Background: an optimization exercise with open tools, aiming at small area, a short achievable clock period and few clock cycles. Do not read the settings as production practice. The RTL was checked by simulation tests, not by an equivalence proof against the original design. Power is estimated from default activity; no workload was simulated.

Setup of juniper:
## tcp_reno_congestion_window_top
module tcp_reno_congestion_window_top (
  input  logic              clk,
  input  logic              rst_n,
  input  logic              cfg_wr_en,
  input  logic [47:0]       cfg_wr_data,    
  input  logic              in_tvalid,
  output logic              in_tready,
  input  logic [31:0]       in_tdata,       
  input  logic [0:0]        in_tuser,       
  output logic              out_tvalid,
  input  logic              out_tready,
  output logic [87:0]       out_tdata       
);
make LEC_CHECK=0 CAP_MARGIN=20 CORE_MARGIN=2 CORE_UTILIZATION=55 SLEW_MARGIN=20 finish   # period 8.5 ns
run.sh (not shown) runs the stock make flow with config.mk's settings and CLKGATE_MAP_FILE= SYNTH_SCRIPT=/design/flow/synth_recipe.tcl, a recipe that flattens the netlist after the stock synthesis.
Testbench counts of juniper, summed over its fixed seeds: cycles 21,921.
#### Input delta (lagoon over juniper)
-- flow/design.v --
<<< juniper, line 97
  logic [5:0]  remm1_r;     
  logic [5:0]  j_r;         
  logic [16:0] d_r;         
  logic [16:0] a_r;         
>>> lagoon, line 97
  logic [5:0]  remm1_r;     
  logic [5:0]  j_r;         
  logic [15:0] kd_r;        
  logic        fp_r;
  logic [16:0] d_r;         
  logic [16:0] a_r;         
<<< juniper, line 124
  assign r_needw    = !fin_r && (r_act_r || (!r_fin_r && r_dup_r &&
                       phase_r != PH_FAST_RECOVERY && dup_inc == DUP_TRIGGER));
  assign take       = rv_r && !busy_r && (!ov_r || out_tready) && !(j_r != 6'd0 && r_needw);
  assign take_new   = take && !fin_r && !r_act_r && !r_fin_r && !r_km1_r[32];
  assign seg_act    = busy_r || take_new;
>>> lagoon, line 126
  assign r_needw    = !fin_r && (r_act_r || (!r_fin_r && r_dup_r &&
                       phase_r != PH_FAST_RECOVERY && dup_inc == DUP_TRIGGER));
  assign take       = rv_r && !busy_r && (!ov_r || out_tready) && !((j_r != 6'd0 || fp_r) && r_needw);
  assign take_new   = take && !fin_r && !r_act_r && !r_fin_r && !r_km1_r[32];
  assign seg_act    = busy_r || take_new;
<<< juniper, line 204
    ku_y   = 33'd0;
    ku_cin = 1'b0;
    wf_b   = kd;
    wf_cin = 1'b0;
    s_mul  = 1'b0;
>>> lagoon, line 206
    ku_y   = 33'd0;
    ku_cin = 1'b0;
    wf_b   = kd_r;
    wf_cin = 1'b0;
    s_mul  = 1'b0;
<<< juniper, line 253
  logic [5:0]  remm1_n;
  logic [5:0]  j_n;
  logic [16:0] d_n, a_n, q_n, ex_n;
  logic [1:0]  cx_n;
>>> lagoon, line 255
  logic [5:0]  remm1_n;
  logic [5:0]  j_n;
  logic        fp_n;
  logic [16:0] d_n, a_n, q_n, ex_n;
  logic [1:0]  cx_n;
<<< juniper, line 292
    done    = 1'b0;
    j_n     = 6'd0;
    if (j_r != 6'd0) wf_n = wf_sum[15:0];
    if (take) begin
      rtx_n = 1'b0;
>>> lagoon, line 295
    done    = 1'b0;
    j_n     = 6'd0;
    fp_n    = j_r != 6'd0;
    if (fp_r) wf_n = wf_sum[15:0];
    if (take) begin
      rtx_n = 1'b0;
<<< juniper, line 365
                  wn_n    = wa_sum;
                  wf_n    = a_r[15:0];
                  remm1_n = wn_r[5:0] + {{5{cx_r[1]}}, cx_r[1] | cx_r[0]};
                  rom_a_n = rom_a_r + 6'd1;
>>> lagoon, line 369
                  wn_n    = wa_sum;
                  wf_n    = a_r[15:0];
                  fp_n    = 1'b0;
                  remm1_n = wn_r[5:0] + {{5{cx_r[1]}}, cx_r[1] | cx_r[0]};
                  rom_a_n = rom_a_r + 6'd1;
<<< juniper, line 531
      rv_r    <= 1'b0;
      j_r     <= 6'd0;
      bs_r    <= B_SEG;
      cv_r    <= 1'b0;
>>> lagoon, line 536
      rv_r    <= 1'b0;
      j_r     <= 6'd0;
      fp_r    <= 1'b0;
      bs_r    <= B_SEG;
      cv_r    <= 1'b0;
<<< juniper, line 549
      rv_r    <= cap || (rv_r && !take);
      j_r     <= j_n;
      bs_r    <= bs_n;
      cv_r    <= cv_n;
>>> lagoon, line 555
      rv_r    <= cap || (rv_r && !take);
      j_r     <= j_n;
      fp_r    <= fp_n;
      bs_r    <= bs_n;
      cv_r    <= cv_n;
<<< juniper, line 558
    end
    km1_r   <= km1_n;
    if (cap) begin
      r_ackp1_r <= in_ackp1;
>>> lagoon, line 565
    end
    km1_r   <= km1_n;
    kd_r    <= kd;
    if (cap) begin
      r_ackp1_r <= in_ackp1;
### Flow results
lagoon vs juniper, area after synthesis went up by 420 µm². juniper → lagoon: global-route wire length before repair shows a reduction of 0.60%; peak ir drop on the vdd network increased 0.00011 V; maximum frequency lost 2.4 MHz; total stage count of the critical path increased 2. Per-cell via count in the routed design: lagoon vs juniper down 2.2%. Re required time at the worst-slack endpoint: lagoon is 0.08 ns up on juniper. Looking at proportion of synthesized chip area in sequential cells across juniper and lagoon, the one that comes out lower is juniper. lagoon: global placement routability congestion higher than juniper. Any difference in area share of buffers outside the clock network between lagoon and juniper is small enough to ignore. Share of the cycle needed by the critical path after routing: juniper and lagoon compared, higher one is lagoon. Taking juniper as the reference point, the reported leakage power of lagoon falls by 0.88%.
Testbench counts of lagoon, summed over its fixed seeds: cycles 22,399.

[what the ideal ports hide]
The results above use ideal ports. As a check the final layouts listed here were re-extracted and re-timed, cells and wires unchanged.
Step 1 (the two cells are an assumption about what drives the block):
set clk [get_ports {clk}]
set_driving_cell -lib_cell sky130_fd_sc_hd__clkbuf_16 $clk
set_driving_cell -lib_cell sky130_fd_sc_hd__buf_2 [delete_from_list [all_inputs] $clk]
Step 2 times the ports against the registers' clock, not the clock port: input delays grow and output delays shrink by t, the midpoint of the rising clock arrivals with the driver on.
Slacks: ideal / step 1 / step 2; pairs: ideal / step 1.
run | t (ns) | setup WS [ns] | worst hold slack (ns)
juniper | 0.693 | 1.148 / 1.148 / 1.148 | 0.461 / 0.461 / 0.461
lagoon | 0.708 | 1.018 / 1.018 / 0.977 | 0.454 / 0.454 / 0.454
After both steps setup and hold are still met in every run listed. The setup slack of lagoon, which loses most, moves by 0.000 ns with the drivers and by -0.041 ns with both steps.
